Source: an optimization exercise on an open RTL-to-GDS flow (aim: small area and a short achievable clock period). Production flows keep margins and buffers that such runs may drop. The RTL was checked by simulation tests, not by an equivalence proof against the original design. The clock input has no modelled driver; a real chip could not lean on it and would need a root buffer or a full tree. Power figures rest on the tool's default switching activity, not on a simulated workload.

Setup of run A:
Design ahb_block_port, start of the top module:
module ahb_block_port
#(
	parameter int RCV_DEPTH = 4,
	parameter int TX_DEPTH = 4
)
(
	input logic tb_HCLK,
	input logic reset,
	input logic hsel,
	input logic [31:0] haddr,
	input logic [1:0] htrans,
	input logic hwrite,
	input logic [31:0] hwdata,
	input logic [3:0] status,
	input logic [127:0] data_in,
	input logic tx_enq,
	input logic rcv_deq,
	output logic [31:0] hrdata,
	output logic hready,
	output logic hresp,
	output logic is_encrypt_pulse,
	output logic is_decrypt_pulse,
	output logic [127:0] rcv_fifo_out,
	output logic tx_fifo_full,
	output logic tx_fifo_empty,
	output logic rcv_fifo_full,
	output logic rcv_fifo_empty
);
==> flow/config.mk <==
export PLATFORM = sky130hd
export DESIGN_NAME = ahb_block_port
export DESIGN_NICKNAME = ahb_block_port
export VERILOG_FILES = /design/flow/design.v
export SDC_FILE = /design/flow/constraint.sdc
export NUM_CORES = 4
export LEC_CHECK = 0
export CAP_MARGIN = 20
export CORE_MARGIN = 2
export CORE_UTILIZATION = 40
export CTS_CLUSTER_DIAMETER = 150
export CTS_CLUSTER_SIZE = 25
export SETUP_SLACK_MARGIN = 1.5
export SLEW_MARGIN = 20
==> flow/constraint.sdc <==
create_clock -name core_clock -period 3.2 [get_ports {tb_HCLK}]
set_input_delay 0.6400 -clock core_clock [delete_from_list [all_inputs] [get_ports {tb_HCLK}]]
set_output_delay 0.6400 -clock core_clock [all_outputs]
set_load 0.01 [all_outputs]
standard.sh (not shown) runs the stock make flow with config.mk's settings and CLKGATE_MAP_FILE= SYNTH_SCRIPT=/design/flow/synth_recipe.tcl, a recipe that flattens the netlist after the stock synthesis.
==> flow/flow/run.sh <==
#!/bin/bash
export POST_CTS_TCL=$(pwd)/flow/post_cts.tcl
export SKIP_CTS_REPAIR_TIMING=1
export BUFFER_PORTS_ARGS="-buffer_cell sky130_fd_sc_hd__buf_2"
bash standard.sh > standard.log 2>&1
==> flow/flow/post_cts.tcl <==
set block [ord::get_db_block]
set port_net [$block findNet tb_HCLK]
set loads [$port_net getITerms]
if {[llength $loads] == 1} {
  set root [[lindex $loads 0] getInst]
  set out_net [[$root findITerm X] getNet]
  set sinks {}
  foreach it [$out_net getITerms] {
    if {[$it getInst] ne $root} { lappend sinks $it }
  }
  if {[string match "sky130_fd_sc_hd__clkbuf*" [[$root getMaster] getName]] && [llength $sinks] <= 4} {
    puts "post_cts: removing root clock buffer [$root getName] driving [llength $sinks] pins"
    foreach it $sinks {
      $it disconnect
      $it connect $port_net
    }
    odb::dbInst_destroy $root
    odb::dbNet_destroy $out_net
  } else {
    puts "post_cts: root clock buffer kept ([llength $sinks] pins)"
  }
}
estimate_parasitics -placement
report_clock_latency
repair_timing_helper
detailed_placement
check_placement -verbose
Input-level comparison between run B and run A:
- an added ABC_AREA of 1
- a change of SETUP_SLACK_MARGIN from 1.5 to 1.3
==> run summary <==
Taking run A as the reference, in run B setup slack higher, placed wire-length estimate after detailed placement moved down, multi-input gate count now sits higher, met3 wire length dropped 29%, post-detailed-routing wire length went down.
Diff run A -> run B: worst slack after detailed placement grew by 0.26 ns, post-synthesis cell area shrank by 0.35%, number of iterations in the first detailed-routing pass shrank by 5.
Run A reports its highest-delay cell along the critical path as sky130_fd_sc_hd__or4b_4 while run B reports sky130_fd_sc_hd__o21ai_4.
Per the comparison of run B with run A, first-pass GRT wire length saw a decrease, power saw a decrease.

ahb_block_port, a different RTL version from the one above (not shown whole).
For scale: roughly 3900 cells after synthesis, about 1200 flip-flops, ~370 I/O pins, roughly 0.045 mm^2 of cells after synthesis.
==> flow/config.mk <==
export PLATFORM = sky130hd
export DESIGN_NAME = ahb_block_port
export DESIGN_NICKNAME = ahb_block_port
export VERILOG_FILES = /design/flow/design.v
export SDC_FILE = /design/flow/constraint.sdc
export NUM_CORES = 4
export LEC_CHECK = 0
export ABC_AREA = 1
export CAP_MARGIN = 20
export CORE_MARGIN = 2
export CORE_UTILIZATION = 40
export CTS_CLUSTER_DIAMETER = 150
export CTS_CLUSTER_SIZE = 25
export SETUP_SLACK_MARGIN = 1.55
export SLEW_MARGIN = 20
==> flow/constraint.sdc <==
create_clock -name core_clock -period 3.2 [get_ports {tb_HCLK}]
set_input_delay 0.6400 -clock core_clock [delete_from_list [all_inputs] [get_ports {tb_HCLK}]]
set_output_delay 0.6400 -clock core_clock [all_outputs]
set_load 0.01 [all_outputs]
==> flow/flow/run.sh <==
#!/bin/bash
# Standard layout with these changes:
#  - ports are buffered with buf_2 instead of the delay-cell buffers buffer_ports picks by
#    default, and the data inputs that only feed register data pins drop to buf_1 before
#    repair_design (pre_resize.tcl);
#  - CTS runs without dummy loads;
#  - CTS's own timing repair is skipped and done in the post-CTS hook, on the final tree.
# Each tool's log stays in orfs/logs; standard.log holds make's output.
export POST_CTS_TCL=$(pwd)/flow/post_cts.tcl
export PRE_RESIZE_TCL=$(pwd)/flow/pre_resize.tcl
export SKIP_CTS_REPAIR_TIMING=1
export BUFFER_PORTS_ARGS="-buffer_cell sky130_fd_sc_hd__buf_2"
export CTS_ARGS="-sink_clustering_enable -repair_clock_nets -sink_clustering_size 25 -sink_clustering_max_diameter 150 -dont_use_dummy_load"
bash standard.sh > standard.log 2>&1
==> flow/flow/pre_resize.tcl <==
# The data inputs that only feed register data pins (data_in, hwdata, status) are buffered
# with buf_1; repair_design, which follows, resizes any that must be stronger. The other
# ports keep buf_2.
set block [ord::get_db_block]
set buf1 [[ord::get_db] findMaster sky130_fd_sc_hd__buf_1]
set n 0
foreach bterm [$block getBTerms] {
  set name [$bterm getName]
  if {[$bterm getIoType] ne "INPUT"} { continue }
  if {![regexp {^(data_in|hwdata|status)\[} $name]} { continue }
  foreach it [[$bterm getNet] getITerms] {
    set inst [$it getInst]
    if {[string match "input*" [$inst getName]] && [[$inst getMaster] getName] eq "sky130_fd_sc_hd__buf_2"} {
      $inst swapMaster $buf1
      incr n
    }
  }
}
puts "pre_resize: $n input buffers set to buf_1"
Scripts as last shown in full above: flow/flow/post_cts.tcl
The first run produced a clean layout.
Then changed:
==> flow/flow/run.sh (replaced) <==
#!/bin/bash
export POST_CTS_TCL=$(pwd)/flow/post_cts.tcl
export SKIP_CTS_REPAIR_TIMING=1
export BUFFER_PORTS_ARGS="-buffer_cell sky130_fd_sc_hd__buf_2"
bash standard.sh > standard.log 2>&1
--- a/flow/config.mk
+++ b/flow/config.mk
@@ -9,7 +9,8 @@
 export CAP_MARGIN = 20
 export CORE_MARGIN = 2
-export CORE_UTILIZATION = 40
+export CORE_UTILIZATION = 55
 export CTS_CLUSTER_DIAMETER = 150
 export CTS_CLUSTER_SIZE = 25
-export SETUP_SLACK_MARGIN = 1.55
+export PLACE_DENSITY = 0.65
+export SETUP_SLACK_MARGIN = 1.6
 export SLEW_MARGIN = 20
removed: flow/flow/pre_resize.tcl
The changed run produced a clean layout.
Global-route usage is higher by 6.3 points.
Flip-flop and latch count stays the same.
Clock-buffer cell count increases by 45.
Routed wire length fell by 5.2%.
Then changed:
==> flow/flow/run.sh (replaced) <==
#!/bin/bash
# Standard layout with these changes:
#  - ports are buffered with buf_2 instead of the delay-cell buffers buffer_ports picks by
#    default, and input ports then drop to buf_1 before repair_design (pre_resize.tcl);
#  - CTS runs without dummy loads;
#  - CTS's own timing repair is skipped and done in the post-CTS hook, on the final tree.
# Each tool's log stays in orfs/logs; standard.log holds make's output.
export POST_CTS_TCL=$(pwd)/flow/post_cts.tcl
export PRE_RESIZE_TCL=$(pwd)/flow/pre_resize.tcl
export SKIP_CTS_REPAIR_TIMING=1
export BUFFER_PORTS_ARGS="-buffer_cell sky130_fd_sc_hd__buf_2"
export CTS_ARGS="-sink_clustering_enable -repair_clock_nets -sink_clustering_size 25 -sink_clustering_max_diameter 150 -dont_use_dummy_load"
bash standard.sh > standard.log 2>&1
==> flow/flow/pre_resize.tcl (new file) <==
# Input ports are buffered with the smallest buffer; repair_design, which follows, resizes
# any that must be stronger. Output ports keep buf_2.
set block [ord::get_db_block]
set buf1 [[ord::get_db] findMaster sky130_fd_sc_hd__buf_1]
set n 0
foreach inst [$block getInsts] {
  if {[string match "input*" [$inst getName]] && [[$inst getMaster] getName] eq "sky130_fd_sc_hd__buf_2"} {
    $inst swapMaster $buf1
    incr n
  }
}
puts "pre_resize: $n input buffers set to buf_1"
--- a/flow/config.mk
+++ b/flow/config.mk
@@ -9,8 +9,7 @@
 export CAP_MARGIN = 20
 export CORE_MARGIN = 2
-export CORE_UTILIZATION = 55
+export CORE_UTILIZATION = 40
 export CTS_CLUSTER_DIAMETER = 150
 export CTS_CLUSTER_SIZE = 25
-export PLACE_DENSITY = 0.65
-export SETUP_SLACK_MARGIN = 1.6
+export SETUP_SLACK_MARGIN = 1.55
 export SLEW_MARGIN = 20
After rerunning: Final cell count came out higher by 6.9%. Utilization came out lower by 18 points. Routed wire length came out higher by about 4.4%.
Then changed:
==> flow/flow/run.sh (replaced) <==
#!/bin/bash
export POST_CTS_TCL=$(pwd)/flow/post_cts.tcl
export SKIP_CTS_REPAIR_TIMING=1
export BUFFER_PORTS_ARGS="-buffer_cell sky130_fd_sc_hd__buf_2"
bash standard.sh > standard.log 2>&1
--- a/flow/config.mk
+++ b/flow/config.mk
@@ -9,7 +9,7 @@
 export CAP_MARGIN = 20
 export CORE_MARGIN = 2
-export CORE_UTILIZATION = 40
+export CORE_UTILIZATION = 48
 export CTS_CLUSTER_DIAMETER = 150
 export CTS_CLUSTER_SIZE = 25
-export SETUP_SLACK_MARGIN = 1.55
+export SETUP_SLACK_MARGIN = 1.6
 export SLEW_MARGIN = 20
removed: flow/flow/pre_resize.tcl
Die area goes down by 16%.
Cell count drops by 3.3%.
Hold slack got worse by 0.039 ns.
Wire length came out lower by 1.5%.
Via count increases by 1.2%.
Total power climbs by 1.5%.
Worst setup slack gains 0.053 ns.

[separate check: timing with driven ports]
The flow's constraints put no driver on any port. The routed layouts listed below were extracted and timed again, unchanged, in two steps.
Step 1, drivers: a clkbuf_16 drives tb_HCLK and a buf_2 each remaining input, both assumed.
Step 2 moves the port delays by t, midway between the first and last clock arrival at a register: inputs arrive t later, outputs are due t later. That takes back most of the time a late clock gives input paths.
Slacks: ideal / step 1 / step 2; pairs: ideal / step 1.
| run | t, ns | setup WS [ns] | worst slew at a driven data input, ns |
|---|---|---|---|
| run A | 0.629 | 1.075 / 1.043 / 0.415 | 0.31 |
| run B | 0.611 | 1.271 / 1.203 / 0.772 | 0.18 |
| the first run of note 2 | 0.595 | 1.497 / 1.407 / 0.988 | 0.12 |
| the second run of note 2 | 0.581 | 1.581 / 1.452 / 1.022 | 0.12 |
| the third run of note 2 | 0.592 | 1.504 / 1.393 / 0.998 | 0.12 |
| the fourth run of note 2 | 0.589 | 1.557 / 1.435 / 0.988 | 0.12 |
After both steps setup and hold are still met in every run listed. For run A, which loses most, drivers alone change the setup slack by -0.032 ns; drivers and shift together by -0.660 ns.
